Context: an optimization exercise on an open-source flow, tuned for small area and a short achievable clock period. The choices shown serve that exercise and are no tape-out recipe. Only simulation tests tie the RTL to the original design; equivalence was not proved. Power and IR drop assume default switching activity.

## job 102
==> flow/design.v <==
`default_nettype none
module vc_input_buffer #(
    parameter int FLIT_WIDTH = 64,
    parameter int DEPTH      = 16,
    parameter int NUM_VC     = 2,
    parameter int OFF_THRESH = DEPTH - 2,
    parameter int ON_THRESH  = 2,
    localparam int VC_W      = (NUM_VC > 1) ? $clog2(NUM_VC) : 1,
    localparam int CNT_W     = $clog2(DEPTH + 1)
) (
    input  logic                    clk,
    input  logic                    rst,
    input  logic [FLIT_WIDTH-1:0]   flit_in,
    input  logic                    push,
    input  logic [VC_W-1:0]         push_vc,
    input  logic                    pop,
    input  logic [VC_W-1:0]         pop_vc,
    input  logic                    err_clr,
    output logic [FLIT_WIDTH-1:0]   flit_o,
    output logic [NUM_VC-1:0]       full,
    output logic [NUM_VC-1:0]       empty,
    output logic [NUM_VC-1:0]       vc_on,
    output logic [NUM_VC*CNT_W-1:0] count,
    output logic [NUM_VC-1:0]       overflow_err,
    output logic [NUM_VC-1:0]       underflow_err
);
    localparam int BDEPTH = DEPTH - 1;    
    localparam logic [CNT_W-1:0] C_DEPTH = CNT_W'(DEPTH);
    localparam logic [CNT_W-1:0] C_OFF   = CNT_W'(OFF_THRESH);
    localparam logic [CNT_W-1:0] C_ON    = CNT_W'(ON_THRESH);
    logic [FLIT_WIDTH-1:0] w_head [NUM_VC];
    for (genvar v = 0; v < NUM_VC; v++) begin : g_vc
        logic [FLIT_WIDTH-1:0] r_mem [BDEPTH];
        logic [FLIT_WIDTH-1:0] r_head_n;   
        logic [BDEPTH-1:0]     r_wr_oh;    
        logic [BDEPTH-1:0]     r_rd_oh;    
        logic [CNT_W-1:0]      r_count;
        logic                  r_full;
        logic                  r_empty;
        logic                  r_one;      
        logic                  r_vc_on;
        logic                  r_ovf;
        logic                  r_unf;
        logic                  w_push_sel;
        logic                  w_pop_sel;
        logic                  w_pop_acc;
        logic                  w_push_acc;
        logic                  w_ovf_evt;
        logic                  w_unf_evt;
        logic                  w_head_in;    
        logic                  w_head_en;
        logic                  w_rd_adv;
        logic                  w_wr_adv;
        logic [CNT_W-1:0]      w_count_next;
        logic [FLIT_WIDTH-1:0] w_buf_out;
        assign w_push_sel = push && (push_vc == VC_W'(v));
        assign w_pop_sel  = pop  && (pop_vc  == VC_W'(v));
        assign w_pop_acc  = w_pop_sel && !r_empty;
        assign w_push_acc = w_push_sel && (!r_full || w_pop_sel);
        assign w_ovf_evt  = w_push_sel && !w_push_acc;
        assign w_unf_evt  = w_pop_sel && r_empty;
        assign w_head_in = w_push_acc && (r_empty || (w_pop_acc && r_one));
        assign w_head_en = w_pop_acc || (w_push_acc && r_empty);
        assign w_rd_adv  = w_pop_acc && !r_one;
        assign w_wr_adv  = w_push_acc && !r_empty && !(w_pop_acc && r_one);
        logic              w_inc;
        logic              w_dec;
        logic [CNT_W-1:0]  w_cnt_up;
        logic [CNT_W-1:0]  w_cnt_dn;
        logic              w_full_next;
        logic              w_empty_next;
        logic              w_one_next;
        logic              w_off_next;
        logic              w_on_next;
        assign w_inc    = w_push_acc && !w_pop_acc;
        assign w_dec    = w_pop_acc && !w_push_acc;
        assign w_cnt_up = r_count + CNT_W'(1);
        assign w_cnt_dn = r_count - CNT_W'(1);
        always_comb begin
            if (w_inc) begin
                w_count_next = w_cnt_up;
                w_full_next  = (w_cnt_up == C_DEPTH);
                w_empty_next = 1'b0;
                w_one_next   = r_empty;
                w_off_next   = (w_cnt_up >= C_OFF);
                w_on_next    = (w_cnt_up <= C_ON);
            end else if (w_dec) begin
                w_count_next = w_cnt_dn;
                w_full_next  = 1'b0;
                w_empty_next = r_one;
                w_one_next   = (w_cnt_dn == CNT_W'(1));
                w_off_next   = (w_cnt_dn >= C_OFF);
                w_on_next    = (w_cnt_dn <= C_ON);
            end else begin
                w_count_next = r_count;
                w_full_next  = r_full;
                w_empty_next = r_empty;
                w_one_next   = r_one;
                w_off_next   = (r_count >= C_OFF);
                w_on_next    = (r_count <= C_ON);
            end
        end
        always_comb begin
            w_buf_out = '0;
            for (int i = 0; i < BDEPTH; i++) begin
                w_buf_out = w_buf_out | ({FLIT_WIDTH{r_rd_oh[i]}} & r_mem[i]);
            end
        end
        for (genvar i = 0; i < BDEPTH; i++) begin : g_ent
            logic                  w_we;
            logic [FLIT_WIDTH-1:0] w_d;
            assign w_we = w_push_acc && r_wr_oh[i];
            for (genvar k = 0; k < FLIT_WIDTH; k = k + 4) begin : g_hold
                vc_input_buffer_hold #(.W(4)) u_hold (
                    .we(w_we), .we_n(!w_we), .d(flit_in[k +: 4]),
                    .q(r_mem[i][k +: 4]), .y(w_d[k +: 4])
                );
            end
            always_ff @(posedge clk) begin
                r_mem[i] <= w_d;
            end
        end
        logic [FLIT_WIDTH-1:0] w_head_d;
        logic [FLIT_WIDTH-1:0] w_head_new;
        assign w_head_new = ~(w_head_in ? flit_in : w_buf_out);
        for (genvar k = 0; k < FLIT_WIDTH; k = k + 4) begin : g_hhold
            vc_input_buffer_hold #(.W(4)) u_hold (
                .we(w_head_en), .we_n(!w_head_en), .d(w_head_new[k +: 4]),
                .q(r_head_n[k +: 4]), .y(w_head_d[k +: 4])
            );
        end
        always_ff @(posedge clk) begin
            r_head_n <= w_head_d;
        end
        always_ff @(posedge clk) begin
            if (rst) begin
                r_wr_oh  <= BDEPTH'(1);
                r_rd_oh  <= BDEPTH'(1);
                r_count  <= '0;
                r_full   <= 1'b0;
                r_empty  <= 1'b1;
                r_one    <= 1'b0;
                r_vc_on  <= 1'b1;
                r_ovf    <= 1'b0;
                r_unf    <= 1'b0;
            end else begin
                if (w_wr_adv) begin
                    r_wr_oh <= {r_wr_oh[BDEPTH-2:0], r_wr_oh[BDEPTH-1]};
                end
                if (w_rd_adv) begin
                    r_rd_oh <= {r_rd_oh[BDEPTH-2:0], r_rd_oh[BDEPTH-1]};
                end
                r_count <= w_count_next;
                r_full  <= w_full_next;
                r_empty <= w_empty_next;
                r_one   <= w_one_next;
                if (w_off_next) begin
                    r_vc_on <= 1'b0;
                end else if (w_on_next) begin
                    r_vc_on <= 1'b1;
                end
                if (w_ovf_evt) begin
                    r_ovf <= 1'b1;
                end else if (err_clr) begin
                    r_ovf <= 1'b0;
                end
                if (w_unf_evt) begin
                    r_unf <= 1'b1;
                end else if (err_clr) begin
                    r_unf <= 1'b0;
                end
            end
        end
        assign w_head[v]                  = r_head_n;
        assign count[v*CNT_W +: CNT_W]    = r_count;
        assign full[v]                    = r_full;
        assign empty[v]                   = r_empty;
        assign vc_on[v]                   = r_vc_on;
        assign overflow_err[v]            = r_ovf;
        assign underflow_err[v]           = r_unf;
    end
    always_comb begin
        flit_o = '1;
        for (int v = 0; v < NUM_VC; v++) begin
            if (pop_vc == VC_W'(v)) begin
                flit_o = ~w_head[v];
            end
        end
    end
endmodule
module vc_input_buffer_hold #(
    parameter int W = 64
) (
    input  logic         we,
    input  logic         we_n,
    input  logic [W-1:0] d,
    input  logic [W-1:0] q,
    output logic [W-1:0] y
);
    assign y = ({W{we}} & d) | ({W{we_n}} & q);
endmodule
`default_nettype wire
Settings: LEC_CHECK=0, CAP_MARGIN=20, CORE_MARGIN=2, CORE_UTILIZATION=65, SETUP_SLACK_MARGIN=1.9, SLEW_MARGIN=20, SYNTH_HIERARCHICAL=1; clock period 4.2 ns.
run.sh (not shown) runs the stock make flow with config.mk's settings and CLKGATE_MAP_FILE= SYNTH_SCRIPT=/design/flow/synth_recipe.tcl, a recipe that flattens the netlist after the stock synthesis.
Having completed the whole flow, job 102 delivered a layout that passed the timing, DRC and antenna checks.
Edits applied to the flow inputs when going from job 102 to job 103:
Settings: CTS_CLUSTER_SIZE now 26, previously not set; CTS_CLUSTER_DIAMETER now 100, previously not set; CORE_UTILIZATION now 55, was 65; TNS_END_PERCENT now 10, previously not set.
### Flow results
Looking at type of the tightest min-delay check, the flip-flop to flip-flop result is from job 102; the primary input to flip-flop one comes from job 103.
Looking at overall power of the completed layout, job 103 sits below job 102.
Sort job 102 and job 103 by number of global-route vias before repair, descending, and job 102 comes first.
Relative to job 102, post-route standard cell area excluding fillers decreased by 3500 um2 in job 103.
Re number of DRC markers after the initial detailed-route iteration: job 102 was higher than job 103.
Sort job 102 and job 103 by share of total power consumed by net switching, ascending, and job 102 comes first.
On job 103: peak supply drop is 33% lower than what job 102 gave.
Relative contribution of the clock network to total power ended up 14 points lower on job 103 than on job 102.
The run showing the smaller number of levels the H-tree was split into is job 103.

afterwards: timing with drivers on the ports:
No port has a modelled driver above. Below, the same layouts with a new extraction and two added sets of constraints. Step 1 assumes that a clkbuf_16 drives the clock port and a buf_2 every other input. Step 2, shift: input delay + t, output delay - t, t = (earliest + latest rising clock arrival at the registers) / 2. This alone moves slack from input paths to output paths. Slacks: ideal ports / drivers / drivers and shift; pairs: ideal ports / drivers.
run	shift t [ns]	setup WS [ns]	worst data-port slew with drivers (ns)
job 102	0.910	1.427 / 1.342 / 0.853	0.25
job 103	0.827	1.528 / 1.173 / 0.642	0.40
After both steps every run listed still meets setup and hold. For job 103, which loses most, drivers alone change the setup slack by -0.355 ns; drivers and shift together by -0.886 ns.
